From an optimization exercise on the open Yosys and OpenROAD flow, aimed at small area, a short achievable clock period and few clock cycles per item; shortcuts taken in it are not production practice. Function was checked by simulation only, so behaviour that the tests miss may differ from the original.

// aesTop
module aesTop (
    input  logic        clk,
    input  logic        rstN,
    input  aesPkg::apbAddrT     paddr,
    input  logic        psel,
    input  logic        penable,
    input  logic        pwrite,
    input  aesPkg::wordT        pwdata,
    output aesPkg::wordT        prdata,
    output logic        pready,
    output logic        pslverr,
    output logic [20:0] segOut
);
    aesPkg::byteT resultByte;
    logic  coreLoad;
    aesPkg::stateT coreKey;
    aesPkg::stateT coreBlock;
    logic  coreLast;
    logic  coreIdle;
    aesPkg::stateT coreResult;
    aesApbRegs uRegs (
        .clk        (clk),
        .rstN       (rstN),
        .paddr      (paddr),
        .psel       (psel),
        .penable    (penable),
        .pwrite     (pwrite),
        .pwdata     (pwdata),
        .prdata     (prdata),
        .pready     (pready),
        .pslverr    (pslverr),
        .coreLoad   (coreLoad),
        .coreKey    (coreKey),
        .coreBlock  (coreBlock),
        .coreLast   (coreLast),
        .coreIdle   (coreIdle),
        .coreResult (coreResult),
        .resultByte (resultByte)
    );
    aesRoundEngine uEngine (
        .clk       (clk),
        .rstN      (rstN),
        .load      (coreLoad),
  ...
clock: 8.0 ns
lec_check: 0
cap_margin: 20
cell_pad_in_sites_detail_placement: 1
cell_pad_in_sites_global_placement: 1
core_margin: 2
core_utilization: 45
cts_cluster_diameter: 100
cts_cluster_size: 20
place_density: 0.55
setup_slack_margin: 1
slew_margin: 20
synth_hierarchical: 1
run.sh (not shown) runs the stock make flow with config.mk's settings and CLKGATE_MAP_FILE= SYNTH_SCRIPT=/design/flow/synth_recipe.tcl, a recipe that flattens the netlist after the stock synthesis.
Testbench counts at the start, summed over its fixed seeds: cycles 10,368, blocks 384.
==> next run, changes <==
Settings changed: CELL_PAD_IN_SITES_DETAIL_PLACEMENT 1 to 2, CELL_PAD_IN_SITES_GLOBAL_PLACEMENT 1 to 2, CORE_UTILIZATION 45 to 35, CTS_CLUSTER_DIAMETER 100 to default, CTS_CLUSTER_SIZE 20 to default, PLACE_DENSITY 0.55 to 0.45, SETUP_SLACK_MARGIN 1 to 1.3.
Non-clock buffer count increases by 150.
Critical path depth rises by 2.
Via count is higher by 3.4%.
Routed wire length goes up by 14%.
Design area goes up by 11%.
Utilization is lower by 7.3 points.
Count of clock-buffer cells in the layout rises by 74.
Final cell count went up by 9.2%.
Synthesized cell count is unchanged.
==> next run, changes <==
Settings changed: SETUP_SLACK_MARGIN 1.3 to 0.8.
Non-clock buffer count is lower by 94.
Final area is lower by 6.9%.
Core utilization is lower by 3.1 points.
Worst hold slack barely changes.
Clock skew is higher by 4.0 ps.
Final cell count is lower by 1.3%.
==> next run, changes <==
Settings changed: CELL_PAD_IN_SITES_DETAIL_PLACEMENT 2 to 1, CELL_PAD_IN_SITES_GLOBAL_PLACEMENT 2 to 1, CORE_UTILIZATION 35 to 45, CTS_CLUSTER_DIAMETER from default to 100, CTS_CLUSTER_SIZE from default to 20, PLACE_DENSITY 0.45 to 0.55, SETUP_SLACK_MARGIN 0.8 to 1.1.
Effect: The changed run completed without violations. Global-route usage increases by 4.5 points. Routed wire length drops by 9.2%. Via count came out lower by 1.7%.
==> next run, changes <==
Settings changed: CELL_PAD_IN_SITES_DETAIL_PLACEMENT 1 to 2, CELL_PAD_IN_SITES_GLOBAL_PLACEMENT 1 to 2, CORE_UTILIZATION 45 to 35, PLACE_DENSITY 0.55 to 0.45, SETUP_SLACK_MARGIN 1.1 to 1.
After rerunning: Clock skew went up by 24 ps. Flip-flop and latch count stays the same. Sequential share of layout area came out lower by 0.28 points. Global-route usage came out lower by 4.7 points. Die area goes up by 28%. Clock-buffer cell count goes up by 2.
==> next run, changes <==
Settings changed: CELL_PAD_IN_SITES_DETAIL_PLACEMENT 2 to 1, CELL_PAD_IN_SITES_GLOBAL_PLACEMENT 2 to 1, CORE_UTILIZATION 35 to 45, CTS_CLUSTER_DIAMETER 100 to default, CTS_CLUSTER_SIZE 20 to default, PLACE_DENSITY 0.45 to 0.55.
After rerunning: First-iteration DRC count goes up by about a fifth. Final area hardly moves. Die area goes down by about a fifth. Clock skew goes down by 26 ps. Wire length goes down by a little under a tenth. Synthesized cell count stays the same. Critical path depth goes up by 15. Worst hold slack gets worse by 5.7 ps.

-- port drivers added, routing unchanged --
How much do the figures lean on ideal ports? The routed layouts below were timed once more, with nothing changed but the port constraints.
Step 1: set_driving_cell puts a clkbuf_16 on clk and a buf_2 on each other input, an assumption about the parent block.
Step 2, shift: input delay + t, output delay - t, t = (earliest + latest rising clock arrival at the registers) / 2. This alone moves slack from input paths to output paths.
Three values: ideal ports, drivers, drivers and shift; two values: the first two.
run	shift t [ns]	slack for setup (ns)	hold WS [ns]	worst data-port slew with drivers (ns)
the first run	0.679	1.202 / 1.192 / 1.192	0.484 / 0.484 / 0.484	0.05
the second run	0.730	1.421 / 1.421 / 1.421	0.479 / 0.479 / 0.479	0.04
the third run	0.726	0.997 / 0.997 / 0.997	0.478 / 0.478 / 0.478	0.05
the fourth run	0.676	1.227 / 1.203 / 1.203	0.483 / 0.483 / 0.483	0.05
the fifth run	0.711	1.115 / 1.089 / 1.089	0.487 / 0.487 / 0.487	0.05
the sixth run	0.698	1.123 / 1.123 / 1.123	0.481 / 0.481 / 0.481	0.05
After both steps setup and hold are still met in every run listed. The setup slack of the fifth run, which loses most, moves by -0.026 ns with the drivers and by -0.026 ns with both steps.
